This design comes from an exercise in tuning for small area, a short achievable clock period and few clock cycles per item on the open sky130 flow, not from production work.
RTL that was checked went through simulation tests only; none was proved equivalent to the original.
Only the layout flow was run in runs 1 to 4; the RTL was not checked for function there.
Power figures rest on the tool's default switching activity, not on a simulated workload.

--- flow/constraint.sdc ---
create_clock -name core_clock -period 7.5 [get_ports {clk}]
set_input_delay 1.5000 -clock core_clock [delete_from_list [all_inputs] [get_ports {clk}]]
set_output_delay 1.5000 -clock core_clock [all_outputs]
set_load 0.01 [all_outputs]
--- flow/config.mk ---
export PLATFORM = sky130hd
export DESIGN_NAME = alu_pipe
export DESIGN_NICKNAME = alu_pipe
export VERILOG_FILES = /design/flow/design.v
export SDC_FILE = /design/flow/constraint.sdc
export NUM_CORES = 4
export LEC_CHECK = 0
export CAP_MARGIN = 20
export CORE_MARGIN = 2
export CORE_UTILIZATION = 40
export SETUP_SLACK_MARGIN = 4.5
export SLEW_MARGIN = 20
--- flow/run.sh ---
#!/bin/bash
# synth_recipe.tcl (not shown) runs the flow's synth.tcl, then flattens the netlist and writes it again
# the make line also repeats each setting of config.mk as NAME=value (left out here)
make -C /OpenROAD-flow-scripts/flow DESIGN_CONFIG=/design/flow/config.mk WORK_HOME=/design/flow/orfs CLKGATE_MAP_FILE= SYNTH_SCRIPT=/design/flow/synth_recipe.tcl finish
--- flow/design.v ---
module alu_pipe #(
    parameter int OPERANDSIZE = 64
) (
    input  logic                   clk,
    input  logic                   rst,
    input  logic                   inValid,
    output logic                   inReady,
    input  logic [OPERANDSIZE-1:0] a,
    input  logic [OPERANDSIZE-1:0] b,
    input  logic [11:0]            operationSelect,
    output logic                   outValid,
    input  logic                   outReady,
    output logic [OPERANDSIZE-1:0] q,
    output logic                   zero,
    output logic                   carry,
    output logic                   overflow,
    output logic                   illegal
);
    logic [63:0] a_r;
    logic [63:0] b_r;
    logic        v1_r;
    logic        op_addsub_r;    
    logic        op_sub_r;       
    logic        op_xor_r, op_and_r, op_or_r;
    logic        op_sll_r, op_srl_r, op_sra_r;
    logic        op_slt_r, op_sltu_r;
    logic        op_mul_r, op_ill_r;
    logic [5:0]  rot_r;          
    logic [3:0]  cnt_r;          
    logic [3:0]  one_r, two_r, neg_r;
    logic [55:0] acc_s_r;
    logic [55:0] acc_c_r;
    logic [7:0]  lx_r, ly_r;
    logic        ln_r;
    logic [1:0]  ci_r;
    logic [63:0] q0_r, q1_r;
    logic        z0_r, c0_r, o0_r, i0_r, v0_r;
    logic        z1_r, c1_r, o1_r, i1_r, v1s_r;
    logic        load_s, ex_done_s, enq_s, deq_s, mul_step_s;
    assign mul_step_s = v1_r && op_mul_r && !cnt_r[3];
    assign ex_done_s  = v1_r && (!op_mul_r || cnt_r[3]);
    assign enq_s      = ex_done_s && !v1s_r;
    assign load_s     = !v1_r || enq_s;
    assign deq_s      = v0_r && outReady;
    assign inReady    = load_s;
    function automatic logic [11:0] booth_enc(input logic [7:0] bb, input logic bm);
        logic [3:0] one, two, neg;
        logic [8:0] x;
        x = {bb, bm};
        for (int t = 0; t < 4; t++) begin
            one[t] = x[2*t+1] ^ x[2*t];
            two[t] = (x[2*t+2] & !x[2*t+1] & !x[2*t]) | (!x[2*t+2] & x[2*t+1] & x[2*t]);
            neg[t] = x[2*t+2];
        end
        booth_enc = {neg, two, one};
    endfunction
    logic [63:0] pp [4];
    logic [63:0] r0, r1, r2, r3, sv, cv;
    logic [63:0] s1, c1, s2, c2, s3, c3, xs, ys;
    logic [9:0]  low_s;
    always_comb begin
        for (int t = 0; t < 4; t++) begin
            pp[t] = ((({64{one_r[t]}} & a_r) | ({64{two_r[t]}} & {a_r[62:0], 1'b0}))
                     ^ {64{neg_r[t]}}) << (2 * t);
        end
        sv = {8'b0, acc_s_r};
        cv = {8'b0, acc_c_r};
        r0 = pp[0];
        r1 = pp[1] | {63'b0, neg_r[0]};
        r2 = pp[2] | {61'b0, neg_r[1], 2'b0};
        r3 = pp[3] | {59'b0, neg_r[2], 4'b0};
        s1 = sv ^ cv ^ r0;
        c1 = ((sv & cv) | (sv & r0) | (cv & r0)) << 1;
        s2 = r1 ^ r2 ^ r3;
        c2 = ((r1 & r2) | (r1 & r3) | (r2 & r3)) << 1;
        s3 = s1 ^ c1 ^ s2;
        c3 = ((s1 & c1) | (s1 & s2) | (c1 & s2)) << 1;
        xs = s3 ^ c3 ^ c2;
        ys = ((s3 & c3) | (s3 & c2) | (c3 & c2)) << 1;
        low_s = {2'b0, lx_r} + {2'b0, ly_r} + {3'b0, ln_r, 6'b0} + {8'b0, ci_r};
    end
    logic [63:0] bx_s;
    logic [64:0] sum_s;
    logic        ovf_s;
    logic        zadd_s;
    logic [63:0] rot1, rot2, rot3, rot4, rot5, rot6;
    logic [63:0] therm_s;
    logic [63:0] shl_s, shr_s;
    logic [63:0] oth_s;
    logic [63:0] res_s;
    logic        rz_s, rc_s, ro_s, ri_s;
    always_comb begin
        bx_s  = op_sub_r ? ~b_r : b_r;
        sum_s = {1'b0, a_r} + {1'b0, bx_s} + {64'b0, op_sub_r};
        ovf_s = (a_r[63] == bx_s[63]) && (sum_s[63] != a_r[63]);
        zadd_s = ((a_r[0] ^ bx_s[0]) == op_sub_r);
        for (int i = 1; i < 64; i++) begin
            zadd_s = zadd_s & ((a_r[i] ^ bx_s[i]) == (a_r[i-1] | bx_s[i-1]));
        end
        rot1  = rot_r[0] ? {a_r[0],     a_r[63:1]}  : a_r;
        rot2  = rot_r[1] ? {rot1[1:0],  rot1[63:2]} : rot1;
        rot3  = rot_r[2] ? {rot2[3:0],  rot2[63:4]} : rot2;
        rot4  = rot_r[3] ? {rot3[7:0],  rot3[63:8]} : rot3;
        rot5  = rot_r[4] ? {rot4[15:0], rot4[63:16]} : rot4;
        rot6  = rot_r[5] ? {rot5[31:0], rot5[63:32]} : rot5;
        for (int i = 0; i < 64; i++) begin
            therm_s[i] = (6'(i) >= b_r[5:0]);
        end
        for (int i = 0; i < 64; i++) begin
            shl_s[i] = rot6[i] & therm_s[i];
            shr_s[i] = therm_s[63-i] ? rot6[i] : (op_sra_r & a_r[63]);
        end
        oth_s = ({64{op_xor_r}}    & (a_r ^ b_r))
              | ({64{op_and_r}}    & (a_r & b_r))
              | ({64{op_or_r}}     & (a_r | b_r))
              | ({64{op_sll_r}}    & shl_s)
              | ({64{op_srl_r | op_sra_r}} & shr_s)
              | ({64{op_mul_r}}    & {low_s[7:0], b_r[63:8]});
        oth_s[0] = oth_s[0] | (op_slt_r & (sum_s[63] ^ ovf_s)) | (op_sltu_r & !sum_s[64]);
        res_s = op_addsub_r ? sum_s[63:0] : oth_s;
        rz_s  = op_addsub_r ? zadd_s : (oth_s == 64'd0);
        rc_s  = op_addsub_r & sum_s[64];
        ro_s  = op_addsub_r & ovf_s;
        ri_s  = op_ill_r;
    end
    always_ff @(posedge clk) begin
        if (load_s) begin
            a_r         <= a;
            b_r         <= b;
            op_addsub_r <= (operationSelect == 12'd0) || (operationSelect == 12'd4);
            op_sub_r    <= (operationSelect == 12'd4) || (operationSelect == 12'd8) || (operationSelect == 12'd9);
            op_xor_r    <= (operationSelect == 12'd1);
            op_and_r    <= (operationSelect == 12'd2);
            op_or_r     <= (operationSelect == 12'd3);
            op_sll_r    <= (operationSelect == 12'd5);
            op_srl_r    <= (operationSelect == 12'd6);
            op_sra_r    <= (operationSelect == 12'd7);
            op_slt_r    <= (operationSelect == 12'd8);
            op_sltu_r   <= (operationSelect == 12'd9);
            op_mul_r    <= (operationSelect == 12'd10);
            op_ill_r    <= (operationSelect > 12'd10);
            rot_r       <= (operationSelect == 12'd5) ? (6'd0 - b[5:0]) : b[5:0];
            {neg_r, two_r, one_r} <= booth_enc(b[7:0], 1'b0);
        end else if (mul_step_s) begin
            b_r         <= {low_s[7:0], b_r[63:8]};
            {neg_r, two_r, one_r} <= booth_enc(b_r[15:8], b_r[7]);
        end
    end
    always_ff @(posedge clk) begin
        if (mul_step_s) begin
            acc_s_r <= xs[63:8];
            acc_c_r <= ys[63:8];
            lx_r    <= xs[7:0];
            ly_r    <= ys[7:0];
            ln_r    <= neg_r[3];
        end else if (!(v1_r && op_mul_r && !enq_s)) begin
            acc_s_r <= 56'b0;
            acc_c_r <= 56'b0;
            lx_r    <= 8'b0;
            ly_r    <= 8'b0;
            ln_r    <= 1'b0;
        end
        if (mul_step_s && cnt_r != 4'd0) begin
            ci_r <= low_s[9:8];
        end else if (!(v1_r && op_mul_r && !enq_s)) begin
            ci_r <= 2'b0;
        end
    end
    always_ff @(posedge clk) begin
        if (rst) begin
            v1_r  <= 1'b0;
            cnt_r <= 4'd0;
        end else if (load_s) begin
            v1_r  <= inValid;
            cnt_r <= 4'd0;
        end else if (mul_step_s) begin
            cnt_r <= cnt_r + 4'd1;
        end
    end
    always_ff @(posedge clk) begin
        if (rst) begin
            v0_r  <= 1'b0;
            v1s_r <= 1'b0;
        end else begin
            if (!v0_r || deq_s) begin
                v0_r <= v1s_r || enq_s;
            end
            if (v1s_r) begin
                v1s_r <= !deq_s;
            end else if (enq_s && v0_r && !deq_s) begin
                v1s_r <= 1'b1;
            end
        end
    end
    always_ff @(posedge clk) begin
        if (!v0_r || deq_s) begin
            if (v1s_r) begin
                q0_r <= q1_r;
                z0_r <= z1_r;
                c0_r <= c1_r;
                o0_r <= o1_r;
                i0_r <= i1_r;
            end else if (enq_s) begin
                q0_r <= res_s;
                z0_r <= rz_s;
                c0_r <= rc_s;
                o0_r <= ro_s;
                i0_r <= ri_s;
            end
        end
        if (!v1s_r && enq_s && v0_r && !deq_s) begin
            q1_r <= res_s;
            z1_r <= rz_s;
            c1_r <= rc_s;
            o1_r <= ro_s;
            i1_r <= ri_s;
        end
    end
    assign outValid = v0_r;
    assign q        = q0_r;
    assign zero     = z0_r;
    assign carry    = c0_r;
    assign overflow = o0_r;
    assign illegal  = i0_r;
endmodule
==> impl_metrics.tcl, run 1 <==
set metrics [dict create \
    ios 214 \
    tightest_slew_ns 1.13 \
    vias 44000 \
    yosysUniqueCellTypes 78 \
    overflow 0 \
    drc_errors 0 \
    slew_headroom_pct 23.9 \
    io_buffers 213 \
    gp_congestion 1.06 \
    irDropWorstVdd_mv 0.170 \
    die-width_um 341 \
    synth_top_area_cell "edfxtp_1" \
    syn_nets 5414 \
    slowest_delay_ns 0.59 \
    hold_path_class "flip-flop to flip-flop" \
    synth_area_leaders "edfxtp_1, fa_1, ha_1, xnor2_1, a22oi_1" \
    htree_levels 2 \
    period_needed_ns 4.32 \
    core_mm2 0.113 \
    period_share_pct 57.5 \
    numCtsBuffers 54 \
    timing.final.hold_violations 0 \
    clock_skew_ns 0.0342 \
    start_kind "flip-flop" \
    cts_buffer_depth 3 \
    drt_pre_antenna_iters 9 \
    grt_pass1_vias 41900 \
    synthCells 4753 \
    dp_cells 6209 \
    vias_per_cell 6.59 \
    instances_no_fill 6671 \
    critPathKind "flip-flop to flip-flop" \
    leakagePower_nw 25.2 \
    status "no timing/DRC/antenna violations" \
    clkLatencyLatePin_ns 0.70 \
    ys_seq_area_share_pct 27.9 \
    antenna_found_initial 19 \
    grt_setup_unrepaired "yes" \
    ys_warn_count 2 \
    final_cell_mix "inv_1, edfxtp_1, buf_4" \
    setup_viol 0 \
    clkTransAtPathRegs_ns 0.06 \
    nNetsFinal 5778 \
    drive_gt1_share_pct 31.2 \
    final_area_mm2 0.0609 \
    cp.required_ns 8.06 \
    worst_path_max_delay_cell "edfxtp_1" \
    num_rows 123 \
    cp_max_fo 27 \
    powerDensity_mw_per_mm2 188 \
    placed_area_mm2 0.0495 \
    grt_pass1_wl_mm 341 \
    utilization_pct 54.1 \
    synth-seq-cells 426 \
    synth_area_per_cell_um2 9.58 \
    grtUsageTotal_pct 41.7 \
    final.fill_count 10000 \
    netlist_area_mm2 0.0455 \
    grt_max_degree 103 \
    drt.antenna.violating_nets 0 \
    cts.sinks 426 \
    crit_chain "inv_2 > buf_4 > o21ai_0 > a221oi_1 > o211ai_1 > a211o_1 > nor2_1 > nand4_1 > nor4_2 > o22a_1" \
    synth_top_area_share_pct 27.6 \
    wl_per_cell_um 37.8 \
    drt_iter0_drc 6845 \
    die_area_mm2 0.117 \
    final_common_cell "inv_1" \
    cap_violations 0 \
    fmax_ghz 0.232 \
    finalMaxSlewViolations 0 \
    tns_ns 0 \
    root_buffer "clkbuf_16" \
    dp_hpwl_mm 174 \
    start_util_pct 40.4 \
    arrival_ns 4.87 \
    wirelength_mm 252 \
    area_growth_pct 33.7 \
    cts_tree "built" \
    synthFlopType "edfxtp_1" \
    end_kind "flip-flop" \
    die_h_um 341 \
    synth_edf_count 419 \
    async_flop_share_pct 0 \
]
## state kept, by name, indices dropped and copies added (netlist names), 2 cells and up
name     count
q1_r        64
lx_r         8
acc_s_r     56
b_r         61
one_r        4
rot_r        6
cnt_r        4
ci_r         2
acc_c_r     56
a_r         64
ly_r         6
q0_r        64
neg_r        3
two_r        4
## through the flow
step / hold slack (ns) / power, mW / setup WS [ns]
2_1_floorplan: 0.422 / 5.60 / 3.76
3_3_place_gp: 0.437 / 7.30 / 2.04
3_5_place_dp: 0.449 / 7.30 / 2.22
4_1_cts: 0.466 / 10.8 / 3.38
5_1_grt: 0.488 / 11.9 / 3.23
6_report: 0.455 / 11.5 / 3.18
## power breakdown
part           switching [mW]  internal (mW)
clock network            1.20           1.52
registers               0.103           2.71
logic                    3.46           2.47
## critical path, delay by kind of cell, from the launching register on
family	cells	cell delay, ns
AOI/OAI and AO/OA	5	2.04
buffers and inverters	2	0.90
DFF	1	0.59
and+or+nand+nor	3	0.64
## cells in the mapped netlist (53+ instances only)
master / instances
mux2i_1: 111
mux4_2: 94
and2_1: 140
nand2_1: 338
mux2_2: 128
a22oi_1: 289
a21oi_1: 203
edfxtp_1: 419
fa_1: 230
xnor2_1: 325
ha_1: 287
o21ai_0: 233
clkbuf_1: 312
a21o_1: 56
xor2_1: 118
buf_1: 63
inv_1: 510
nor3_1: 53
nor2_1: 185
## path summary, 6_finish.rpt
kind	cells past startpoint	startpoint	end	slack (ns)
max	10	op_or_r$_DFFE_PN_	z0_r$_DFFE_PP_	3.18
min	0	op_ill_r$_DFFE_PN_	i1_r$_DFFE_PP_	0.46
max reg2reg	10	op_or_r$_DFFE_PN_	z0_r$_DFFE_PP_	3.18
min reg2reg	0	op_ill_r$_DFFE_PN_	i1_r$_DFFE_PP_	0.46
## metal layers
layer / share of wire [%] / track usage (%) / routed length [um]
met5: 0.014 / 0.572 / 36
met4: 8.4 / 27.2 / 21100
met3: 13 / 12.1 / 32000
met2: 42 / 60.7 / 106000
met1: 37 / 54.0 / 93300
## layout make-up
| type | count | area (um^2) | share of cell area [%] |
|---|---|---|---|
| multi-input combinational | 3399 | 34600 | 56.7 |
| sequential | 426 | 12700 | 20.9 |
| timing repair buffer | 715 | 7880 | 12.9 |
| inverter | 519 | 2040 | 3.35 |
| tap | 1500 | 1880 | 3.08 |
| clock buffer | 61 | 1400 | 2.30 |
| clock inverter | 40 | 387 | 0.635 |
| antenna | 9 | 22.5 | 0.0370 |
| timing repair inverter | 2 | 17.5 | 0.0288 |
## what timing repair did
action | 4_1_cts | 5_1_grt
hold buffers | 0 | 0
buffers inserted | 192 | 116
setup endpoints to repair | 530 | 281
cloned | 36 | 7
pin swaps | 204 | 232
gates resized for setup | 850 | 439
## logic make-up (layout without fill, tap and decap cells)
family                   after synthesis  in the layout  synth area share (%)
AO/OA/AOI/OAI                       1190           1191                  17.8
multiplexers                         336            336                  10.3
adder cells (fa/ha/maj)              517            517                  18.0
other                                  0              9                     0
XOR/XNOR                             443            443                  8.52
buffers and inverters                930           1337                  7.94
AND/OR/NAND/NOR                      911            912                  9.48
flip-flops                           426            426                  27.9
==> inputs of run 2 (changes only) <==
--- a/flow/design.v
+++ b/flow/design.v
@@ -33,16 +33,21 @@
     logic [7:0]  lx_r, ly_r;
     logic        ln_r;
     logic [1:0]  ci_r;
-    logic [63:0] q0_r, q1_r;
+    logic [63:0] q0_r;
     logic        z0_r, c0_r, o0_r, i0_r, v0_r;
-    logic        z1_r, c1_r, o1_r, i1_r, v1s_r;
+    logic        vs_r;           
     logic        load_s, ex_done_s, enq_s, deq_s, mul_step_s;
-    assign mul_step_s = v1_r && op_mul_r && !cnt_r[3];
+    logic        op_sub_in_s;
+    logic        in_ready_r;
+    assign op_sub_in_s = (operationSelect == 12'd4) || (operationSelect == 12'd8) || (operationSelect == 12'd9);
+    assign mul_step_s = v1_r && op_mul_r && !cnt_r[3] && !vs_r;
     assign ex_done_s  = v1_r && (!op_mul_r || cnt_r[3]);
-    assign enq_s      = ex_done_s && !v1s_r;
-    assign load_s     = !v1_r || enq_s;
+    assign enq_s      = ex_done_s && !vs_r;
+    assign load_s     = in_ready_r;      
     assign deq_s      = v0_r && outReady;
-    assign inReady    = load_s;
+    assign inReady    = in_ready_r;
+    logic skid_load_s;
+    assign skid_load_s = enq_s && v0_r && !deq_s;
     function automatic logic [11:0] booth_enc(input logic [7:0] bb, input logic bm);
         logic [3:0] one, two, neg;
         logic [8:0] x;
@@ -86,11 +91,12 @@
     logic [63:0] rot1, rot2, rot3, rot4, rot5, rot6;
     logic [63:0] therm_s;
     logic [63:0] shl_s, shr_s;
-    logic [63:0] oth_s;
+    logic [63:0] oth_s, lgc_s, keep_s;
+    logic        zsh_s;
     logic [63:0] res_s;
     logic        rz_s, rc_s, ro_s, ri_s;
     always_comb begin
-        bx_s  = op_sub_r ? ~b_r : b_r;
+        bx_s  = b_r;    
         sum_s = {1'b0, a_r} + {1'b0, bx_s} + {64'b0, op_sub_r};
         ovf_s = (a_r[63] == bx_s[63]) && (sum_s[63] != a_r[63]);
         zadd_s = ((a_r[0] ^ bx_s[0]) == op_sub_r);
@@ -110,15 +116,22 @@
             shl_s[i] = rot6[i] & therm_s[i];
             shr_s[i] = therm_s[63-i] ? rot6[i] : (op_sra_r & a_r[63]);
         end
-        oth_s = ({64{op_xor_r}}    & (a_r ^ b_r))
+        lgc_s = ({64{op_xor_r}}    & (a_r ^ b_r))
               | ({64{op_and_r}}    & (a_r & b_r))
               | ({64{op_or_r}}     & (a_r | b_r))
+              | ({64{op_mul_r}}    & {low_s[7:0], b_r[63:8]});
+        lgc_s[0] = lgc_s[0] | (op_slt_r & (sum_s[63] ^ ovf_s)) | (op_sltu_r & !sum_s[64]);
+        for (int i = 0; i < 64; i++) begin
+            keep_s[i] = op_sll_r ? therm_s[63-i] : therm_s[i];
+        end
+        zsh_s = ((a_r & keep_s) == 64'd0);
+        oth_s = lgc_s
               | ({64{op_sll_r}}    & shl_s)
-              | ({64{op_srl_r | op_sra_r}} & shr_s)
-              | ({64{op_mul_r}}    & {low_s[7:0], b_r[63:8]});
-        oth_s[0] = oth_s[0] | (op_slt_r & (sum_s[63] ^ ovf_s)) | (op_sltu_r & !sum_s[64]);
+              | ({64{op_srl_r | op_sra_r}} & shr_s);
         res_s = op_addsub_r ? sum_s[63:0] : oth_s;
-        rz_s  = op_addsub_r ? zadd_s : (oth_s == 64'd0);
+        rz_s  = op_addsub_r ? zadd_s
+              : (op_sll_r | op_srl_r | op_sra_r) ? zsh_s
+              : (lgc_s == 64'd0);
         rc_s  = op_addsub_r & sum_s[64];
         ro_s  = op_addsub_r & ovf_s;
         ri_s  = op_ill_r;
@@ -126,9 +139,9 @@
     always_ff @(posedge clk) begin
         if (load_s) begin
             a_r         <= a;
-            b_r         <= b;
+            b_r         <= op_sub_in_s ? ~b : b;
             op_addsub_r <= (operationSelect == 12'd0) || (operationSelect == 12'd4);
-            op_sub_r    <= (operationSelect == 12'd4) || (operationSelect == 12'd8) || (operationSelect == 12'd9);
+            op_sub_r    <= op_sub_in_s;
             op_xor_r    <= (operationSelect == 12'd1);
             op_and_r    <= (operationSelect == 12'd2);
             op_or_r     <= (operationSelect == 12'd3);
@@ -147,15 +160,23 @@
         end
     end
     always_ff @(posedge clk) begin
+        if (!(vs_r && !deq_s)) begin
+            if (mul_step_s) begin
+                acc_s_r <= xs[63:8];
+                acc_c_r <= ys[63:8];
+            end else if (skid_load_s) begin
+                acc_s_r <= res_s[55:0];
+                acc_c_r <= {44'b0, res_s[63:56], rz_s, rc_s, ro_s, ri_s};
+            end else begin
+                acc_s_r <= 56'b0;
+                acc_c_r <= 56'b0;
+            end
+        end
         if (mul_step_s) begin
-            acc_s_r <= xs[63:8];
-            acc_c_r <= ys[63:8];
             lx_r    <= xs[7:0];
             ly_r    <= ys[7:0];
             ln_r    <= neg_r[3];
         end else if (!(v1_r && op_mul_r && !enq_s)) begin
-            acc_s_r <= 56'b0;
-            acc_c_r <= 56'b0;
             lx_r    <= 8'b0;
             ly_r    <= 8'b0;
             ln_r    <= 1'b0;
@@ -164,6 +185,20 @@
             ci_r <= low_s[9:8];
         end else if (!(v1_r && op_mul_r && !enq_s)) begin
             ci_r <= 2'b0;
+        end
+    end
+    logic v1_n_s, mul_n_s, cnt3_n_s, vs_n_s;
+    always_comb begin
+        v1_n_s   = load_s ? inValid : v1_r;
+        mul_n_s  = load_s ? (operationSelect == 12'd10) : op_mul_r;
+        cnt3_n_s = !load_s && (cnt_r[3] || (mul_step_s && cnt_r[2:0] == 3'd7));
+        vs_n_s   = vs_r ? !deq_s : skid_load_s;
+    end
+    always_ff @(posedge clk) begin
+        if (rst) begin
+            in_ready_r <= 1'b1;
+        end else begin
+            in_ready_r <= !v1_n_s || ((!mul_n_s || cnt3_n_s) && !vs_n_s);
         end
     end
     always_ff @(posedge clk) begin
@@ -179,41 +214,25 @@
     end
     always_ff @(posedge clk) begin
         if (rst) begin
-            v0_r  <= 1'b0;
-            v1s_r <= 1'b0;
+            v0_r <= 1'b0;
+            vs_r <= 1'b0;
         end else begin
             if (!v0_r || deq_s) begin
-                v0_r <= v1s_r || enq_s;
+                v0_r <= vs_r || enq_s;
             end
-            if (v1s_r) begin
-                v1s_r <= !deq_s;
-            end else if (enq_s && v0_r && !deq_s) begin
-                v1s_r <= 1'b1;
+            if (vs_r) begin
+                vs_r <= !deq_s;
+            end else begin
+                vs_r <= skid_load_s;
             end
         end
     end
     always_ff @(posedge clk) begin
         if (!v0_r || deq_s) begin
-            if (v1s_r) begin
-                q0_r <= q1_r;
-                z0_r <= z1_r;
-                c0_r <= c1_r;
-                o0_r <= o1_r;
-                i0_r <= i1_r;
-            end else if (enq_s) begin
-                q0_r <= res_s;
-                z0_r <= rz_s;
-                c0_r <= rc_s;
-                o0_r <= ro_s;
-                i0_r <= ri_s;
-            end
-        end
-        if (!v1s_r && enq_s && v0_r && !deq_s) begin
-            q1_r <= res_s;
-            z1_r <= rz_s;
-            c1_r <= rc_s;
-            o1_r <= ro_s;
-            i1_r <= ri_s;
+            {q0_r, z0_r, c0_r, o0_r, i0_r} <=
+                  ({68{vs_r}}                 & {acc_c_r[11:4], acc_s_r, acc_c_r[3:0]})
+                | ({68{!vs_r &  op_addsub_r}} & {sum_s[63:0], rz_s, rc_s, ro_s, ri_s})
+                | ({68{!vs_r & !op_addsub_r}} & {oth_s, rz_s, rc_s, ro_s, ri_s});
         end
     end
     assign outValid = v0_r;
--- a/flow/config.mk
+++ b/flow/config.mk
@@ -8,5 +8,4 @@
 export CAP_MARGIN = 20
 export CORE_MARGIN = 2
 export CORE_UTILIZATION = 40
-export SETUP_SLACK_MARGIN = 4.5
 export SLEW_MARGIN = 20
==> run 2 against run 1 <==
  * Critical path depth is 1 higher
  * Maximum frequency is 25% lower
  * Synthesized area is 9.3% lower
  * Flip-flop and latch count is 63 lower
  * Die area is 9.2% lower
  * Power is 24% lower
==> impl_metrics.tcl, run 2 <==
set metrics [dict create \
    ios 214 \
    worst_path_max_delay_cell "edfxtp_1" \
    slowest_delay_ns 1.00 \
    yosys.area_share.simple_pct 10.1 \
    period_share_pct 76.4 \
    drt_pre_antenna_iters 6 \
    irDropWorstVdd_mv 0.169 \
    synth_top_area_share_pct 25.7 \
    tns_ns 0 \
    nNetsFinal 5008 \
    finalPower_mw 8.70 \
    area_growth_pct 12.0 \
    status "no timing/DRC/antenna violations" \
    multi_input_area_mm2 0.0272 \
    cts.sinks 363 \
    wirelength_mm 215 \
    grt_setup_unrepaired "no" \
    path_delay_family "compound AO/OA/AOI/OAI gates" \
    crit_chain "inv_1 > ha_1 > a211oi_1 > o211ai_1 > a211oi_1 > o211ai_1 > a21oi_1 > o21ai_0 > xnor2_1 > mux2i_1 > o21ai_0" \
    ys_warn_count 2 \
    overflow 0 \
    synth_area_per_cell_um2 9.18 \
    grt_pass1_vias 37600 \
    io_buffers 213 \
    cp_max_fo 23 \
    yosysUniqueCellTypes 85 \
    tightest_slew_ns 1.27 \
    cts_buffer_depth 3 \
    vias 39000 \
    finalMaxSlewViolations 0 \
    cp.depth 11 \
    final.fill_count 9992 \
    timing.final.hold_violations 0 \
    synthFlopType "edfxtp_1" \
    seq_area_mm2 0.0108 \
    synth_common_cells "inv_1, edfxtp_1, a22oi_1, clkbuf_1, nand2_1" \
    synth_edf_count 354 \
    final_cell_mix "inv_1, edfxtp_1, a22oi_1" \
    placed_area_mm2 0.0446 \
    cts_tree "built" \
    min_path_cells 2 \
    synth_area_leaders "edfxtp_1, fa_1, a22oi_1, mux4_2, xor2_1" \
    regToRegEndpoint "acc_s_r[39]$_DFFE_PN_" \
    hold_buffers 0 \
    post_cts_buffers 0 \
    slew_headroom_pct 13.1 \
    ys_seq_area_share_pct 26.2 \
    drc_errors 0 \
    cap_violations 0 \
    end_kind "flip-flop" \
    core_mm2 0.102 \
    antenna_found_initial 13 \
    endpoint "acc_s_r[39]$_DFFE_PN_" \
    netlist_area_mm2 0.0413 \
    dp_hpwl_mm 160 \
    setup_viol 0 \
    clkLatencyLatePin_ns 0.67 \
    critPathLaunch "b_r[1]$_DFFE_PP_" \
    synth-xor-area-share_pct 8.93 \
    final_area_mm2 0.0463 \
    grt_pass1_wl_mm 298 \
    grtUsageTotal_pct 39.9 \
    route.met3.wl_mm 25.7 \
    wl_met1_mm 82.9 \
    dr.max_layer_used "met5" \
    grt_max_degree 167 \
    start_kind "flip-flop" \
    path_buf_inv 1 \
    powerDensity_mw_per_mm2 188 \
    reg2reg_from "b_r[1]$_DFFE_PP_" \
    clock_skew_ns 0.0391 \
    reg2regPathDepth 11 \
    synth-adder-area-share_pct 16.1 \
    synth-seq-cells 363 \
    critPathKind "flip-flop to flip-flop" \
    gp_congestion 1.11 \
    die_h_um 325 \
    die-width_um 325 \
    wl_per_cell_um 36.6 \
    leakagePower_nw 18.7 \
    synthMuxAreaShare_pct 9.99 \
    vias_per_cell 6.63 \
    syn_nets 5032 \
    async_flop_share_pct 0 \
    period_needed_ns 5.73 \
    htree_levels 2 \
    synth_top_area_cell "edfxtp_1" \
    post-place-ws_ns 2.19 \
    r2r_slack_ns 1.77 \
    cts_resized 0 \
    wl_met2_mm 88.1 \
    drt_iter0_drc 5984 \
    hold_path_class "flip-flop to flip-flop" \
    clkTransAtPathRegs_ns 0.08 \
    synth_compound_area_share_pct 20.5 \
    root_buffer "clkbuf_16" \
    start_util_pct 40.5 \
    synth_top_family_by_area "compound AO/OA/AOI/OAI gates" \
    die_area_mm2 0.106 \
    synthCells 4495 \
    num_rows 117 \
    cp.required_ns 7.87 \
    final_common_cell "inv_1" \
    arrival_ns 6.10 \
    fmax_ghz 0.174 \
    synthMostInstantiatedCell "inv_1" \
    drt.antenna.violating_nets 0 \
    setup_ws_ns 1.77 \
    drive_gt1_share_pct 9.17 \
    numCtsBuffers 46 \
    utilization_pct 45.3 \
]
## run 2: layout make-up
| type | instances | area share [%] |
|---|---|---|
| Antenna cell | 10 | 0.0541 |
| Clock buffer | 51 | 2.53 |
| Clock inverter | 31 | 0.957 |
| Inverter | 460 | 3.73 |
| Multi-Input combinational cell | 3255 | 58.7 |
| Sequential cell | 363 | 23.4 |
| Tap cell | 1368 | 3.70 |
| Timing Repair Buffer | 345 | 6.94 |
## run 2: worst min-delay path: stages, from the launching register on
cell and delay, ns:
dfxtp_1 0.34, a41oi_1 0.05, nor3_1 0.11
## run 2: routing by layer
| metal | up-vias | track usage (%) |
|---|---|---|
| li1 | 16100 | - |
| met1 | 19400 | 52.0 |
| met2 | 2903 | 56.6 |
| met3 | 598 | 11.2 |
| met4 | 12 | 28.2 |
| met5 | - | 0 |
## run 2: kinds of logic after synthesis
family	count (synthesis)
fa+ha+maj	393
buf+inv	877
xor+xnor	421
simple gates	907
compound gates	1265
flops	363
mux	269
## run 2: worst min-delay path by stage
stage / start / endpoint / slack [ns]
after global placement: cnt_r[3]$_SDFFE_PP0P_ / cnt_r[3]$_SDFFE_PP0P_ / 0.53
after floorplan: v1_r$_SDFF_PP0_ / v0_r$_SDFFE_PP0P_ / 0.48
after global routing: cnt_r[3]$_SDFFE_PP0P_ / cnt_r[3]$_SDFFE_PP0P_ / 0.60
final: cnt_r[3]$_SDFFE_PP0P_ / cnt_r[3]$_SDFFE_PP0P_ / 0.55
after CTS: cnt_r[3]$_SDFFE_PP0P_ / cnt_r[3]$_SDFFE_PP0P_ / 0.55
after detailed placement: cnt_r[3]$_SDFFE_PP0P_ / cnt_r[3]$_SDFFE_PP0P_ / 0.53
## run 2: power breakdown
part / total (mW) / internal, mW / switching, mW
Combinational: 3.80 / 1.39 / 2.41
Clock: 2.47 / 1.44 / 1.02
Sequential: 2.43 / 2.31 / 0.119
Total: 8.70 / 5.15 / 3.55
## run 2: metrics by stage
stage / std cells / hold slack, ns
6_report: 5883 / 0.552
5_1_grt: 5874 / 0.603
4_1_cts: 5872 / 0.547
3_5_place_dp: 5790 / 0.529
3_3_place_gp: 5788 / 0.527
2_1_floorplan: 4495 / 0.480
==> inputs of run 3 (changes only) <==
--- a/flow/design.v
+++ b/flow/design.v
@@ -39,7 +39,11 @@
     logic        load_s, ex_done_s, enq_s, deq_s, mul_step_s;
     logic        op_sub_in_s;
     logic        in_ready_r;
+    logic        op_pg_in_s;
+    logic [63:0] bx_in_s;
     assign op_sub_in_s = (operationSelect == 12'd4) || (operationSelect == 12'd8) || (operationSelect == 12'd9);
+    assign op_pg_in_s  = (operationSelect <= 12'd4) || (operationSelect == 12'd8) || (operationSelect == 12'd9);
+    assign bx_in_s     = op_sub_in_s ? ~b : b;
     assign mul_step_s = v1_r && op_mul_r && !cnt_r[3] && !vs_r;
     assign ex_done_s  = v1_r && (!op_mul_r || cnt_r[3]);
     assign enq_s      = ex_done_s && !vs_r;
@@ -84,7 +88,8 @@
         ys = ((s3 & c3) | (s3 & c2) | (c3 & c2)) << 1;
         low_s = {2'b0, lx_r} + {2'b0, ly_r} + {3'b0, ln_r, 6'b0} + {8'b0, ci_r};
     end
-    logic [63:0] bx_s;
+    logic [63:0] pg_p [7];
+    logic [63:0] pg_g [7];
     logic [64:0] sum_s;
     logic        ovf_s;
     logic        zadd_s;
@@ -96,12 +101,29 @@
     logic [63:0] res_s;
     logic        rz_s, rc_s, ro_s, ri_s;
     always_comb begin
-        bx_s  = b_r;    
-        sum_s = {1'b0, a_r} + {1'b0, bx_s} + {64'b0, op_sub_r};
-        ovf_s = (a_r[63] == bx_s[63]) && (sum_s[63] != a_r[63]);
-        zadd_s = ((a_r[0] ^ bx_s[0]) == op_sub_r);
+        pg_p[0] = a_r;
+        pg_g[0] = b_r;
+        pg_g[0][0] = b_r[0] | (a_r[0] & op_sub_r);
+        for (int l = 0; l < 6; l++) begin
+            for (int i = 0; i < 64; i++) begin
+                if (i >= (1 << l)) begin
+                    pg_g[l+1][i] = pg_g[l][i] | (pg_p[l][i] & pg_g[l][i - (1 << l)]);
+                    pg_p[l+1][i] = pg_p[l][i] & pg_p[l][i - (1 << l)];
+                end else begin
+                    pg_g[l+1][i] = pg_g[l][i];
+                    pg_p[l+1][i] = pg_p[l][i];
+                end
+            end
+        end
+        sum_s[0] = a_r[0] ^ op_sub_r;
         for (int i = 1; i < 64; i++) begin
-            zadd_s = zadd_s & ((a_r[i] ^ bx_s[i]) == (a_r[i-1] | bx_s[i-1]));
+            sum_s[i] = a_r[i] ^ pg_g[6][i-1];
+        end
+        sum_s[64] = pg_g[6][63];
+        ovf_s = !a_r[63] && (sum_s[63] != b_r[63]);
+        zadd_s = (a_r[0] == op_sub_r);
+        for (int i = 1; i < 64; i++) begin
+            zadd_s = zadd_s & (a_r[i] == (a_r[i-1] | b_r[i-1]));
         end
         rot1  = rot_r[0] ? {a_r[0],     a_r[63:1]}  : a_r;
         rot2  = rot_r[1] ? {rot1[1:0],  rot1[63:2]} : rot1;
@@ -116,8 +138,8 @@
             shl_s[i] = rot6[i] & therm_s[i];
             shr_s[i] = therm_s[63-i] ? rot6[i] : (op_sra_r & a_r[63]);
         end
-        lgc_s = ({64{op_xor_r}}    & (a_r ^ b_r))
-              | ({64{op_and_r}}    & (a_r & b_r))
+        lgc_s = ({64{op_xor_r}}    & a_r)
+              | ({64{op_and_r}}    & b_r)
               | ({64{op_or_r}}     & (a_r | b_r))
               | ({64{op_mul_r}}    & {low_s[7:0], b_r[63:8]});
         lgc_s[0] = lgc_s[0] | (op_slt_r & (sum_s[63] ^ ovf_s)) | (op_sltu_r & !sum_s[64]);
@@ -138,8 +160,8 @@
     end
     always_ff @(posedge clk) begin
         if (load_s) begin
-            a_r         <= a;
-            b_r         <= op_sub_in_s ? ~b : b;
+            a_r         <= op_pg_in_s ? (a ^ bx_in_s) : a;
+            b_r         <= op_pg_in_s ? (a & bx_in_s) : b;
             op_addsub_r <= (operationSelect == 12'd0) || (operationSelect == 12'd4);
             op_sub_r    <= op_sub_in_s;
             op_xor_r    <= (operationSelect == 12'd1);
--- a/flow/config.mk
+++ b/flow/config.mk
@@ -8,4 +8,6 @@
 export CAP_MARGIN = 20
 export CORE_MARGIN = 2
 export CORE_UTILIZATION = 40
+export SETUP_SLACK_MARGIN = 4.6
 export SLEW_MARGIN = 20
+export TNS_END_PERCENT = 10
==> run 3 against run 2 <==
  * Core utilization up 4.7 points
  * Combinational power up 3%
  * Power up 0.78%
  * Wire length up 7.1%
  * Sequential power about the same
  * Non-clock buffer count up 215
  * Design area up 10%
  * Via count up 7.4%
  * Clock-buffer cell count up 7
  * Critical path type unchanged
==> impl_metrics.tcl, run 3 <==
set metrics [dict create \
    antenna_found_initial 16 \
    drt_iter0_drc 7231 \
    tightest_slew_ns 1.38 \
    leakagePower_nw 20.3 \
    setup_viol 0 \
    period_needed_ns 4.14 \
    clkTransAtPathRegs_ns 0.06 \
    synth_edf_count 354 \
    drc_errors 0 \
    num_rows 117 \
    start_util_pct 40.4 \
    synth_top_area_cell "edfxtp_1" \
    die_area_mm2 0.105 \
    drt.antenna.violating_nets 0 \
    period_share_pct 55.3 \
    async_flop_share_pct 0 \
    synth_area_per_cell_um2 9.00 \
    synth-seq-cells 363 \
    die_h_um 325 \
    clkLatencyLatePin_ns 0.67 \
    gp_congestion 1.15 \
    io_buffers 213 \
    overflow 0 \
    post-place-ws_ns 2.57 \
    powerDensity_mw_per_mm2 172 \
    synthMostInstantiatedCell "nand2_1" \
    final_cell_mix "nand2_1, edfxtp_1, nor2_1" \
    cts.sinks 363 \
    yosysUniqueCellTypes 88 \
    grt_pass1_wl_mm 317 \
    status "no timing/DRC/antenna violations" \
    grt_pass1_vias 40200 \
    root_buffer "clkbuf_16" \
    reg2reg_from "op_sub_r$_DFFE_PP_" \
    grtUsageTotal_pct 42.4 \
    numCtsBuffers 47 \
    min_path_cells 2 \
    hold_buffers 0 \
    grt_setup_unrepaired "yes" \
    grt_max_degree 191 \
    cts_buffer_depth 3 \
    setup_ws_ns 3.36 \
    hold_path_class "flip-flop to flip-flop" \
    core_mm2 0.102 \
    end_kind "flip-flop" \
    utilization_pct 50.1 \
    slew_headroom_pct 7.14 \
    cp.required_ns 7.87 \
    dp_hpwl_mm 155 \
    synth_common_cells "nand2_1, edfxtp_1, nor2_1" \
    reg2regPathDepth 13 \
    critPathLaunch "op_sub_r$_DFFE_PP_" \
    final_area_mm2 0.0510 \
    wirelength_mm 231 \
    synth_top_area_share_pct 25.8 \
    clock_skew_ns 0.0272 \
    synthFlopType "edfxtp_1" \
    r2r_slack_ns 3.36 \
    final.fill_count 9536 \
    die-width_um 325 \
    ys_warn_count 4 \
    timing.final.hold_violations 0 \
    drt_pre_antenna_iters 10 \
    vias_per_cell 6.84 \
    vias 41900 \
    start_kind "flip-flop" \
    regToRegEndpoint "q0_r[0]$_DFFE_PP_" \
    netlist_area_mm2 0.0411 \
    ys_seq_area_share_pct 26.3 \
    endpoint "q0_r[0]$_DFFE_PP_" \
    tns_ns 0 \
    syn_nets 5047 \
    final_common_cell "nand2_1" \
    nNetsFinal 5183 \
    synth_area_leaders "edfxtp_1, fa_1, a22oi_1, mux4_2, xor2_1" \
    finalMaxSlewViolations 0 \
    arrival_ns 4.51 \
    irDropWorstVdd_mv 0.150 \
    synthCells 4574 \
    area_growth_pct 24.0 \
    fmax_ghz 0.241 \
    cap_violations 0 \
    wl_per_cell_um 37.7 \
    cp_max_fo 3 \
    drive_gt1_share_pct 20.7 \
    placed_area_mm2 0.0444 \
    htree_levels 2 \
    critPathKind "flip-flop to flip-flop" \
    cts_tree "built" \
    finalPower_mw 8.76 \
    ios 214 \
]
## run 3: kinds of logic after synthesis
logic type	after synthesis	synth area share, %
DFF	363	26.3
xor gates and xnor gates	404	8.60
and+or+nand+nor	1028	11.0
buffers and inverters	805	7.64
adders and majority gates	329	14.2
AOI/OAI and AO/OA	1301	20.7
muxes	344	11.6
## run 3: metrics by stage
| stage | hold slack, ns | cells |
|---|---|---|
| floorplan | 0.480 | 4574 |
| global placement | 0.525 | 5832 |
| detailed placement | 0.541 | 5833 |
| CTS | 0.558 | 6071 |
| global route | 0.593 | 6118 |
| finish | 0.566 | 6127 |
## run 3: worst min-delay path by stage
stage                                      from                     to  slack (ns)
after floorplan                 v1_r$_SDFF_PP0_      v0_r$_SDFFE_PP0P_        0.48
after global placement    cnt_r[3]$_SDFFE_PP0P_  cnt_r[3]$_SDFFE_PP0P_        0.53
after detailed placement  cnt_r[3]$_SDFFE_PP0P_  cnt_r[3]$_SDFFE_PP0P_        0.54
after CTS                 cnt_r[3]$_SDFFE_PP0P_  cnt_r[3]$_SDFFE_PP0P_        0.56
after global routing      cnt_r[1]$_SDFFE_PP0P_  cnt_r[1]$_SDFFE_PP0P_        0.59
final                     cnt_r[1]$_SDFFE_PP0P_  cnt_r[1]$_SDFFE_PP0P_        0.57
## run 3: per-layer routing
layer | GRT usage [%] | wire (um) | vias up
met3 | 19.4 | 34900 | 995
met2 | 58.9 | 91400 | 3658
met1 | 52.5 | 84500 | 20500
li1 | - | - | 16700
met4 | 27.9 | 19600 | 18
met5 | 0.861 | 230 | -
## run 3: where the power goes
part | total, mW | switching (mW) | internal (mW)
Sequential | 2.42 | 0.111 | 2.31
Combinational | 3.93 | 2.39 | 1.54
Clock | 2.41 | 1.03 | 1.38
## run 3: final cells by class
class,instances,area [um^2],share of cell area [%]
inverters,329,1250,2.44
clock inverters,29,345,0.677
diodes,11,27.5,0.0540
clock buffers,58,1230,2.41
multi-input cells,3409,29400,57.6
flip-flops and latches,363,10800,21.2
repair buffers,560,6230,12.2
well taps,1368,1710,3.35
## run 3: worst max-delay path: stages (launching register included)
cell and delay, ns:
edfxtp_1 0.58, ha_2 0.27, or2_4 0.13, ha_4 0.12
o211ai_1 0.13, a21oi_4 0.30, o2111ai_4 0.18, a31oi_4 0.49
a211oi_4 0.12, o41ai_4 0.46, a21oi_4 0.17, a211o_4 0.47
o31ai_4 0.31, o21ai_2 0.10
## run 3: repair_timing
action                                  4_1_cts  5_1_grt
pin swaps                                   117       65
buffers inserted                            128       37
cloned                                       23        5
endpoints found under the setup margin      590      593
gates resized for setup                     547      164
==> inputs of run 4 (changes only) <==
--- a/flow/design.v
+++ b/flow/design.v
@@ -28,6 +28,7 @@
     logic [5:0]  rot_r;          
     logic [3:0]  cnt_r;          
     logic [3:0]  one_r, two_r, neg_r;
+    logic [3:0]  onen_r, twon_r, negn_r;    
     logic [55:0] acc_s_r;
     logic [55:0] acc_c_r;
     logic [7:0]  lx_r, ly_r;
@@ -59,18 +60,23 @@
         for (int t = 0; t < 4; t++) begin
             one[t] = x[2*t+1] ^ x[2*t];
             two[t] = (x[2*t+2] & !x[2*t+1] & !x[2*t]) | (!x[2*t+2] & x[2*t+1] & x[2*t]);
-            neg[t] = x[2*t+2];
+            neg[t] = x[2*t+2] & !(x[2*t+1] & x[2*t]);    
         end
         booth_enc = {neg, two, one};
     endfunction
     logic [63:0] pp [4];
+    logic [63:0] an [4];
+    logic [63:0] sel1 [4];
+    logic [63:0] sel2 [4];
     logic [63:0] r0, r1, r2, r3, sv, cv;
     logic [63:0] s1, c1, s2, c2, s3, c3, xs, ys;
     logic [9:0]  low_s;
     always_comb begin
         for (int t = 0; t < 4; t++) begin
-            pp[t] = ((({64{one_r[t]}} & a_r) | ({64{two_r[t]}} & {a_r[62:0], 1'b0}))
-                     ^ {64{neg_r[t]}}) << (2 * t);
+            an[t] = {a_r[63:32] ^ {32{!negn_r[t]}}, a_r[31:0] ^ {32{neg_r[t]}}};
+            sel1[t] = {{32{!onen_r[t]}}, {32{one_r[t]}}};
+            sel2[t] = {{32{!twon_r[t]}}, {32{two_r[t]}}};
+            pp[t] = ((sel1[t] & an[t]) | (sel2[t] & {an[t][62:0], neg_r[t]})) << (2 * t);
         end
         sv = {8'b0, acc_s_r};
         cv = {8'b0, acc_c_r};
@@ -88,8 +94,18 @@
         ys = ((s3 & c3) | (s3 & c2) | (c3 & c2)) << 1;
         low_s = {2'b0, lx_r} + {2'b0, ly_r} + {3'b0, ln_r, 6'b0} + {8'b0, ci_r};
     end
-    logic [63:0] pg_p [7];
-    logic [63:0] pg_g [7];
+    assign pg_p[0] = a_r;
+    assign pg_g[0] = {b_r[63:1], b_r[0] | (a_r[0] & op_sub_r)};
+    for (genvar l = 0; l < 7; l++) begin : g_ks
+        alu_pipe_ks_level #(
+            .SHIFT (l == 0 ? 1 : (l == 6 ? 1 : (1 << l))),
+            .PARITY(l == 6 ? 0 : 1)
+        ) u_lvl (
+            .g_i(pg_g[l]), .p_i(pg_p[l]), .g_o(pg_g[l+1]), .p_o(pg_p[l+1])
+        );
+    end
+    logic [63:0] pg_p [8];
+    logic [63:0] pg_g [8];
     logic [64:0] sum_s;
     logic        ovf_s;
     logic        zadd_s;
@@ -97,29 +113,15 @@
     logic [63:0] therm_s;
     logic [63:0] shl_s, shr_s;
     logic [63:0] oth_s, lgc_s, keep_s;
-    logic        zsh_s;
+    logic        zsh_s, zmul_s, slt_s;
     logic [63:0] res_s;
     logic        rz_s, rc_s, ro_s, ri_s;
     always_comb begin
-        pg_p[0] = a_r;
-        pg_g[0] = b_r;
-        pg_g[0][0] = b_r[0] | (a_r[0] & op_sub_r);
-        for (int l = 0; l < 6; l++) begin
-            for (int i = 0; i < 64; i++) begin
-                if (i >= (1 << l)) begin
-                    pg_g[l+1][i] = pg_g[l][i] | (pg_p[l][i] & pg_g[l][i - (1 << l)]);
-                    pg_p[l+1][i] = pg_p[l][i] & pg_p[l][i - (1 << l)];
-                end else begin
-                    pg_g[l+1][i] = pg_g[l][i];
-                    pg_p[l+1][i] = pg_p[l][i];
-                end
-            end
-        end
         sum_s[0] = a_r[0] ^ op_sub_r;
         for (int i = 1; i < 64; i++) begin
-            sum_s[i] = a_r[i] ^ pg_g[6][i-1];
-        end
-        sum_s[64] = pg_g[6][63];
+            sum_s[i] = a_r[i] ^ pg_g[7][i-1];
+        end
+        sum_s[64] = pg_g[7][63];
         ovf_s = !a_r[63] && (sum_s[63] != b_r[63]);
         zadd_s = (a_r[0] == op_sub_r);
         for (int i = 1; i < 64; i++) begin
@@ -140,19 +142,23 @@
         end
         lgc_s = ({64{op_xor_r}}    & a_r)
               | ({64{op_and_r}}    & b_r)
-              | ({64{op_or_r}}     & (a_r | b_r))
-              | ({64{op_mul_r}}    & {low_s[7:0], b_r[63:8]});
-        lgc_s[0] = lgc_s[0] | (op_slt_r & (sum_s[63] ^ ovf_s)) | (op_sltu_r & !sum_s[64]);
+              | ({64{op_or_r}}     & (a_r | b_r));
+        slt_s    = (op_slt_r & (sum_s[63] ^ ovf_s)) | (op_sltu_r & !sum_s[64]);
         for (int i = 0; i < 64; i++) begin
             keep_s[i] = op_sll_r ? therm_s[63-i] : therm_s[i];
         end
         zsh_s = ((a_r & keep_s) == 64'd0);
+        zmul_s = (b_r[63:8] == 56'd0) && (low_s[7:0] == 8'd0);
         oth_s = lgc_s
+              | {63'b0, slt_s}
+              | ({64{op_mul_r}}    & {low_s[7:0], b_r[63:8]})
               | ({64{op_sll_r}}    & shl_s)
               | ({64{op_srl_r | op_sra_r}} & shr_s);
         res_s = op_addsub_r ? sum_s[63:0] : oth_s;
         rz_s  = op_addsub_r ? zadd_s
               : (op_sll_r | op_srl_r | op_sra_r) ? zsh_s
+              : op_mul_r ? zmul_s
+              : (op_slt_r | op_sltu_r) ? !slt_s
               : (lgc_s == 64'd0);
         rc_s  = op_addsub_r & sum_s[64];
         ro_s  = op_addsub_r & ovf_s;
@@ -176,9 +182,11 @@
             op_ill_r    <= (operationSelect > 12'd10);
             rot_r       <= (operationSelect == 12'd5) ? (6'd0 - b[5:0]) : b[5:0];
             {neg_r, two_r, one_r} <= booth_enc(b[7:0], 1'b0);
+            {negn_r, twon_r, onen_r} <= ~booth_enc(b[7:0], 1'b0);
         end else if (mul_step_s) begin
             b_r         <= {low_s[7:0], b_r[63:8]};
             {neg_r, two_r, one_r} <= booth_enc(b_r[15:8], b_r[7]);
+            {negn_r, twon_r, onen_r} <= ~booth_enc(b_r[15:8], b_r[7]);
         end
     end
     always_ff @(posedge clk) begin
@@ -264,3 +272,24 @@
     assign overflow = o0_r;
     assign illegal  = i0_r;
 endmodule
+module alu_pipe_ks_level #(
+    parameter int SHIFT  = 1,
+    parameter int PARITY = 1
+) (
+    input  logic [63:0] g_i,
+    input  logic [63:0] p_i,
+    output logic [63:0] g_o,
+    output logic [63:0] p_o
+);
+    always_comb begin
+        for (int i = 0; i < 64; i++) begin
+            if (i >= SHIFT && (i % 2) == PARITY) begin
+                g_o[i] = g_i[i] | (p_i[i] & g_i[i - SHIFT]);
+                p_o[i] = p_i[i] & p_i[i - SHIFT];
+            end else begin
+                g_o[i] = g_i[i];
+                p_o[i] = p_i[i];
+            end
+        end
+    end
+endmodule
--- a/flow/config.mk
+++ b/flow/config.mk
@@ -10,4 +10,5 @@
 export CORE_UTILIZATION = 40
 export SETUP_SLACK_MARGIN = 4.6
 export SLEW_MARGIN = 20
+export SYNTH_HIERARCHICAL = 1
 export TNS_END_PERCENT = 10
==> run 4 against run 3 <==
  * Still clean
  * Critical path depth is 1 lower
  * Die area grew 13%
  * Non-clock buffer count fell by 39
  * First-iteration DRC count fell by 14%
  * Register-to-register slack improved by 0.26 ns
  * Sequential share of layout area rose by 0.21 points
  * Setup slack gained 0.26 ns
  * Clock power is 3% higher
  * Cell count rose by 3.3%
  * Flip-flop and latch count up 12
  * Largest power group unchanged
==> impl_metrics.tcl, run 4 <==
set metrics [dict create \
    timing.final.hold_violations 0 \
    period_needed_ns 3.89 \
    dp_hpwl_mm 153 \
    ios 214 \
    gp_congestion 1.11 \
    powerDensity_mw_per_mm2 167 \
    met2_usage_pct 51.9 \
    irDropWorstVdd_mv 0.191 \
    cp_max_fo 7 \
    crit_chain "buf_12 > buf_16 > buf_12 > buf_4 > mux4_2 > mux2i_1 > nand2_1 > o21ai_0 > mux4_2 > nor2_1 > o22ai_2 > o21ai_1" \
    root_buffer "clkbuf_16" \
    drc_errors 0 \
    clock_skew_ns 0.0324 \
    antenna_found_initial 22 \
    area_growth_pct 12.2 \
    path_buf_inv 4 \
    cts_buffer_depth 3 \
    grtUsageTotal_pct 35.8 \
    path_delay_family "multiplexers" \
    grt_setup_unrepaired "yes" \
    drt.antenna.violating_nets 0 \
    die_area_mm2 0.119 \
    holdWs_ns 0.560 \
    ys_warn_count 26 \
    worst_path_max_delay_cell "mux4_2" \
    synthCells 5085 \
    cts_tree "built" \
    end_kind "flip-flop" \
    io_buffers 213 \
    drive_gt1_share_pct 17.8 \
    cp.depth 12 \
    status "no timing/DRC/antenna violations" \
    hold_path_class "flip-flop to flip-flop" \
    clkTransAtPathRegs_ns 0.06 \
    utilization_pct 45.1 \
    num_rows 125 \
    hold_buffers 0 \
    vias 43000 \
    final_common_cell "edfxtp_1" \
    met3_usage_pct 11.5 \
    slew_headroom_pct 15.5 \
    vias_per_cell 6.79 \
    period_share_pct 51.8 \
    cp.required_ns 7.91 \
    die-width_um 345 \
    setup_viol 0 \
    grt_pass1_vias 40100 \
    met1_usage_pct 45.2 \
    grt_max_degree 159 \
    final_cell_mix "edfxtp_1, inv_1, nand2_1" \
    synth_area_per_cell_um2 9.15 \
    final.fill_count 11200 \
    drt_iter0_drc 6236 \
    clkLatencyLatePin_ns 0.67 \
    syn_nets 5565 \
    tns_ns 0 \
    cap_violations 0 \
    finalPower_mw 8.72 \
    htree_levels 2 \
    finalMaxSlewViolations 0 \
    fmax_ghz 0.257 \
    nNetsFinal 5224 \
    reg2regPathDepth 12 \
    die_h_um 345 \
    arrival_ns 4.30 \
    start_kind "flip-flop" \
    numCtsBuffers 50 \
    leakagePower_nw 21.4 \
    tightest_slew_ns 1.26 \
    core_mm2 0.116 \
    slowest_delay_ns 0.56 \
    cts.sinks 375 \
    overflow 0 \
    top_usage_layer "met2" \
    min_path_cells 2 \
    netlist_area_mm2 0.0465 \
    grt_pass1_wl_mm 308 \
    critPathKind "flip-flop to flip-flop" \
    wirelength_mm 225 \
    placed_area_mm2 0.0467 \
    drt_pre_antenna_iters 9 \
    start_util_pct 40.2 \
    wl_per_cell_um 35.6 \
    final_area_mm2 0.0522 \
]
==> run 4: path summary, 6_finish.rpt <==
check | start | end | slack, ns
setup / recovery | rot_r[0]$_DFFE_PP_ | q0_r[38]$_DFFE_PP_ | 3.61
hold / removal | cnt_r[3]$_SDFFE_PP0P_ | cnt_r[3]$_SDFFE_PP0P_ | 0.56
setup reg to reg | rot_r[0]$_DFFE_PP_ | q0_r[38]$_DFFE_PP_ | 3.61
hold reg to reg | cnt_r[3]$_SDFFE_PP0P_ | cnt_r[3]$_SDFFE_PP0P_ | 0.56
==> run 4: final cells by class <==
cell class	count	area [um^2]	share of cell area, %
clock inverter	32	359	0.688
timing repair buffer	521	5720	11.0
inverter	359	1390	2.66
antenna	18	45.0	0.0863
tap	1524	1910	3.65
sequential	375	11200	21.4
timing repair inverter	2	15.0	0.0288
clock buffer	61	1290	2.48
multi-input combinational	3435	30300	58.0
==> run 4: through the flow <==
step | worst slack, ns | instances
after floorplan | 3.50 | 5085
after global placement | 2.43 | 6062
after detailed placement | 2.38 | 6063
after CTS | 3.80 | 6231
after global routing | 3.67 | 6315
final | 3.61 | 6327
==> run 4: layer usage <==
| layer | part of all wire, % | vias to the layer above | wire (um) |
|---|---|---|---|
| li1 | - | 17400 | - |
| met4 | 8.4 | 4 | 19000 |
| met1 | 37 | 21400 | 84400 |
| met3 | 12 | 874 | 27900 |
| met5 | 0.0098 | - | 22 |
| met2 | 42 | 3235 | 94200 |
==> run 4: report_power, final <==
part	switching, mW	leakage (nW)	internal [mW]
clock network	1.05	0.790	1.44
registers	0.140	4.26	2.39
logic	2.23	16.4	1.47
total	3.42	21.4	5.30
==> run 4: worst min-delay path: stages, from the launching register on <==
cell and delay [ns]:
dfxtp_1 0.35, a41oi_1 0.05, nor3_1 0.11
==> run 4: repair_timing <==
action	CTS	global route
buffers inserted	59	65
gates cloned	16	13
endpoints found under the setup margin	507	506
pin swaps	30	44
gates resized for setup	262	234
==> inputs of run 5 (changes only) <==
--- a/flow/design.v
+++ b/flow/design.v
@@ -39,16 +39,20 @@
     logic        vs_r;           
     logic        load_s, ex_done_s, enq_s, deq_s, mul_step_s;
     logic        op_sub_in_s;
-    logic        in_ready_r;
+    logic        in_ready_r;     
+    logic        load_n_r;       
+    logic        ben_n_r;        
     logic        op_pg_in_s;
-    logic [63:0] bx_in_s;
+    logic [63:0] x_in_s, n_in_s, m_in_s;
     assign op_sub_in_s = (operationSelect == 12'd4) || (operationSelect == 12'd8) || (operationSelect == 12'd9);
     assign op_pg_in_s  = (operationSelect <= 12'd4) || (operationSelect == 12'd8) || (operationSelect == 12'd9);
-    assign bx_in_s     = op_sub_in_s ? ~b : b;
+    assign x_in_s      = a ^ b;
+    assign n_in_s      = a & b;
+    assign m_in_s      = a & ~b;
     assign mul_step_s = v1_r && op_mul_r && !cnt_r[3] && !vs_r;
     assign ex_done_s  = v1_r && (!op_mul_r || cnt_r[3]);
     assign enq_s      = ex_done_s && !vs_r;
-    assign load_s     = in_ready_r;      
+    assign load_s     = !load_n_r;       
     assign deq_s      = v0_r && outReady;
     assign inReady    = in_ready_r;
     logic skid_load_s;
@@ -143,7 +147,8 @@
         lgc_s = ({64{op_xor_r}}    & a_r)
               | ({64{op_and_r}}    & b_r)
               | ({64{op_or_r}}     & (a_r | b_r));
-        slt_s    = (op_slt_r & (sum_s[63] ^ ovf_s)) | (op_sltu_r & !sum_s[64]);
+        slt_s    = (op_slt_r & (a_r[63] ? !pg_g[7][62] : b_r[63]))
+                 | (op_sltu_r & !pg_g[7][63]);
         for (int i = 0; i < 64; i++) begin
             keep_s[i] = op_sll_r ? therm_s[63-i] : therm_s[i];
         end
@@ -155,19 +160,19 @@
               | ({64{op_sll_r}}    & shl_s)
               | ({64{op_srl_r | op_sra_r}} & shr_s);
         res_s = op_addsub_r ? sum_s[63:0] : oth_s;
-        rz_s  = op_addsub_r ? zadd_s
-              : (op_sll_r | op_srl_r | op_sra_r) ? zsh_s
-              : op_mul_r ? zmul_s
-              : (op_slt_r | op_sltu_r) ? !slt_s
-              : (lgc_s == 64'd0);
+        rz_s  = (op_addsub_r & zadd_s)
+              | ((op_sll_r | op_srl_r | op_sra_r) & zsh_s)
+              | (op_mul_r & zmul_s)
+              | ((op_slt_r | op_sltu_r) & !slt_s)
+              | ((op_xor_r | op_and_r | op_or_r) & (lgc_s == 64'd0))
+              | op_ill_r;
         rc_s  = op_addsub_r & sum_s[64];
         ro_s  = op_addsub_r & ovf_s;
         ri_s  = op_ill_r;
     end
     always_ff @(posedge clk) begin
         if (load_s) begin
-            a_r         <= op_pg_in_s ? (a ^ bx_in_s) : a;
-            b_r         <= op_pg_in_s ? (a & bx_in_s) : b;
+            a_r         <= op_pg_in_s ? (op_sub_in_s ? ~x_in_s : x_in_s) : a;
             op_addsub_r <= (operationSelect == 12'd0) || (operationSelect == 12'd4);
             op_sub_r    <= op_sub_in_s;
             op_xor_r    <= (operationSelect == 12'd1);
@@ -181,12 +186,19 @@
             op_mul_r    <= (operationSelect == 12'd10);
             op_ill_r    <= (operationSelect > 12'd10);
             rot_r       <= (operationSelect == 12'd5) ? (6'd0 - b[5:0]) : b[5:0];
-            {neg_r, two_r, one_r} <= booth_enc(b[7:0], 1'b0);
-            {negn_r, twon_r, onen_r} <= ~booth_enc(b[7:0], 1'b0);
-        end else if (mul_step_s) begin
-            b_r         <= {low_s[7:0], b_r[63:8]};
-            {neg_r, two_r, one_r} <= booth_enc(b_r[15:8], b_r[7]);
-            {negn_r, twon_r, onen_r} <= ~booth_enc(b_r[15:8], b_r[7]);
+        end
+    end
+    always_ff @(posedge clk) begin
+        if (!ben_n_r) begin
+            if (load_s) begin
+                b_r <= op_pg_in_s ? (op_sub_in_s ? m_in_s : n_in_s) : b;
+                {neg_r, two_r, one_r}    <= booth_enc(b[7:0], 1'b0);
+                {negn_r, twon_r, onen_r} <= ~booth_enc(b[7:0], 1'b0);
+            end else begin
+                b_r <= {low_s[7:0], b_r[63:8]};
+                {neg_r, two_r, one_r}    <= booth_enc(b_r[15:8], b_r[7]);
+                {negn_r, twon_r, onen_r} <= ~booth_enc(b_r[15:8], b_r[7]);
+            end
         end
     end
     always_ff @(posedge clk) begin
@@ -227,8 +239,13 @@
     always_ff @(posedge clk) begin
         if (rst) begin
             in_ready_r <= 1'b1;
+            load_n_r   <= 1'b0;
+            ben_n_r    <= 1'b0;
         end else begin
             in_ready_r <= !v1_n_s || ((!mul_n_s || cnt3_n_s) && !vs_n_s);
+            load_n_r   <= !(!v1_n_s || ((!mul_n_s || cnt3_n_s) && !vs_n_s));
+            ben_n_r    <= !(!v1_n_s || ((!mul_n_s || cnt3_n_s) && !vs_n_s)
+                            || (v1_n_s && mul_n_s && !cnt3_n_s && !vs_n_s));
         end
     end
     always_ff @(posedge clk) begin
==> run 5 against run 4 <==
  * Worst hold slack got worse by 0.067 ns
  * Clock-buffer cell count decreased by 4
  * Still clean
  * Highest routed layer unchanged
  * Clock power down 5%
  * Critical path depth down 1
  * Via count grew 4.2%
==> impl_metrics.tcl, run 5 <==
set metrics [dict create \
    dp_hpwl_mm 160 \
    drt_iter0_drc 6784 \
    hold_path_class "flip-flop to flip-flop" \
    wl_per_cell_um 35.8 \
    irDropWorstVdd_mv 0.161 \
    cap_violations 0 \
    clock_skew_ns 0.0364 \
    gp_congestion 1.08 \
    powerDensity_mw_per_mm2 163 \
    leakagePower_nw 21.5 \
    cp.required_ns 7.89 \
    die_h_um 343 \
    slowest_delay_ns 0.58 \
    start_util_pct 40.2 \
    hold_buffers 0 \
    worst_path_max_delay_cell "mux2i_1" \
    htree_levels 2 \
    cp_max_fo 7 \
    timing.final.hold_violations 0 \
    grt_setup_unrepaired "yes" \
    placed_area_mm2 0.0462 \
    holdWs_ns 0.493 \
    root_buffer "clkbuf_16" \
    grt_pass1_vias 41500 \
    status "no timing/DRC/antenna violations" \
    tns_ns 0 \
    syn_nets 5691 \
    final_cell_mix "nand2_1, edfxtp_1, o21ai_0" \
    finalMaxSlewViolations 0 \
    grt_max_degree 126 \
    end_kind "flip-flop" \
    crit_chain "buf_12 > buf_6 > buf_16 > mux4_2 > mux4_2 > nand2_1 > nand2_1 > mux2i_1 > a21oi_1 > o22ai_2 > o21ai_0" \
    drive_gt1_share_pct 21.9 \
    drc_errors 0 \
    wirelength_mm 239 \
    cts.sinks 377 \
    core_mm2 0.114 \
    grt_pass1_wl_mm 326 \
    clkLatencyLatePin_ns 0.66 \
    final_area_mm2 0.0543 \
    die_area_mm2 0.118 \
    critPathKind "flip-flop to flip-flop" \
    io_buffers 213 \
    start_kind "flip-flop" \
    num_rows 124 \
    slew_headroom_pct 13.9 \
    cts_tree "built" \
    synth_area_per_cell_um2 8.71 \
    cts_buffer_depth 3 \
    instances_no_fill 6663 \
    dp_cells 6238 \
    synthCells 5275 \
    ys_warn_count 26 \
    drt.antenna.violating_nets 0 \
    final_common_cell "nand2_1" \
    clkTransAtPathRegs_ns 0.07 \
    overflow 0 \
    ios 214 \
    numCtsBuffers 46 \
    tightest_slew_ns 1.27 \
    final.fill_count 10900 \
    antenna_found_initial 28 \
    period_share_pct 50.4 \
    die-width_um 343 \
    arrival_ns 4.17 \
    drt_pre_antenna_iters 9 \
    period_needed_ns 3.78 \
    vias_per_cell 6.72 \
    netlist_area_mm2 0.0459 \
    grtUsageTotal_pct 39.3 \
    vias 44800 \
    setup_viol 0 \
    area_growth_pct 18.2 \
    fmax_ghz 0.265 \
    nNetsFinal 5509 \
]
==> run 5: through the flow <==
step | util, % | worst slack [ns] | power [mW]
after global routing | 47.5 | 3.81 | 9.15
after detailed placement | 40.4 | 2.66 | 5.81
final | 47.6 | 3.72 | 8.84
after global placement | 40.4 | 2.71 | 5.80
after CTS | 45.1 | 3.88 | 8.47
after floorplan | - | 4.30 | 4.71
==> run 5: timing repair <==
action | CTS | global route
endpoints found under the hold margin | 0 | 0
resized for setup | 388 | 431
gates cloned | 31 | 4
endpoints found under the setup margin | 392 | 396
setup buffers | 163 | 121
pin swaps | 75 | 94
==> run 5: metal layers <==
| layer | part of all wire [%] | vias to the layer above | wire length [um] | track usage, % |
|---|---|---|---|---|
| li1 | - | 18300 | - | - |
| met1 | 38 | 22000 | 90100 | 50.5 |
| met2 | 41 | 3528 | 97900 | 56.0 |
| met3 | 12 | 973 | 29600 | 12.3 |
| met4 | 8.9 | 14 | 21100 | 27.2 |
| met5 | 0.039 | - | 94 | 0 |
==> run 5: critical path: cells and delay by family (launching register included) <==
family	cells	cell delay (ns)
muxes	3	1.69
AOI/OAI and AO/OA	3	0.83
and+or+nand+nor	2	0.19
buffers and inverters	3	0.43
DFF	1	0.37
==> run 5: worst paths after layout <==
path,from,endpoint,slack [ns],cells after the start
setup / recovery,rot_r[0]$_DFFE_PN_,acc_s_r[14]$_DFFE_PN_,3.72,11
hold / removal,cnt_r[1]$_SDFFE_PP0P_,cnt_r[1]$_SDFFE_PP0P_,0.49,2
setup reg to reg,rot_r[0]$_DFFE_PN_,acc_s_r[14]$_DFFE_PN_,3.72,11
hold reg to reg,cnt_r[1]$_SDFFE_PP0P_,cnt_r[1]$_SDFFE_PP0P_,0.49,2
==> run 5: layout make-up <==
type                    count  area [um^2]  share of cell area [%]
clock buffers              57         1230                    2.27
inverters                 364         1470                    2.70
multi-input cells        3606        30300                    55.8
flip-flops and latches    377        11200                    20.7
clock inverters            26          300                   0.553
repair inverters            2         15.0                  0.0276
repair buffers            696         7790                    14.4
diodes                     23         57.6                   0.106
well taps                1512         1890                    3.48
==> run 5: power by group <==
| group | leakage (nW) | total (mW) | switching, mW | internal [mW] |
|---|---|---|---|---|
| logic | 16.5 | 3.95 | 2.38 | 1.57 |
| clock network | 0.749 | 2.37 | 0.995 | 1.37 |
| registers | 4.27 | 2.52 | 0.120 | 2.40 |
Testbench counts of run 5, summed over its fixed seeds: cycles 27,408, items 16,000.

static timing again, ports no longer ideal:
How much do the figures lean on ideal ports? The routed layouts below were timed once more, with nothing changed but the port constraints.
Step 1: set_driving_cell puts a clkbuf_16 on clk and a buf_2 on each other input, an assumption about the parent block.
Step 2, shift: input delay + t, output delay - t, t = (earliest + latest rising clock arrival at the registers) / 2. This alone moves slack from input paths to output paths.
Three values: ideal, step 1, step 2; two values: the first two.
run | t (ns) | setup WS [ns] | hold slack, ns | latest minus earliest clock arrival (ns)
run 1 | 0.756 | 3.184 / 3.184 / 3.184 | 0.455 / 0.455 / 0.455 | 0.037 / 0.036
run 2 | 0.724 | 1.769 / 1.769 / 1.769 | 0.552 / 0.552 / 0.552 | 0.039 / 0.039
run 3 | 0.735 | 3.356 / 3.356 / 3.151 | 0.566 / 0.566 / 0.566 | 0.029 / 0.030
run 4 | 0.730 | 3.612 / 3.612 / 3.163 | 0.560 / 0.560 / 0.560 | 0.033 / 0.032
run 5 | 0.724 | 3.720 / 3.720 / 3.570 | 0.493 / 0.493 / 0.493 | 0.036 / 0.036
After both steps every run listed still meets setup and hold. The setup slack of run 4, which loses most, moves by 0.000 ns with the drivers and by -0.449 ns with both steps.
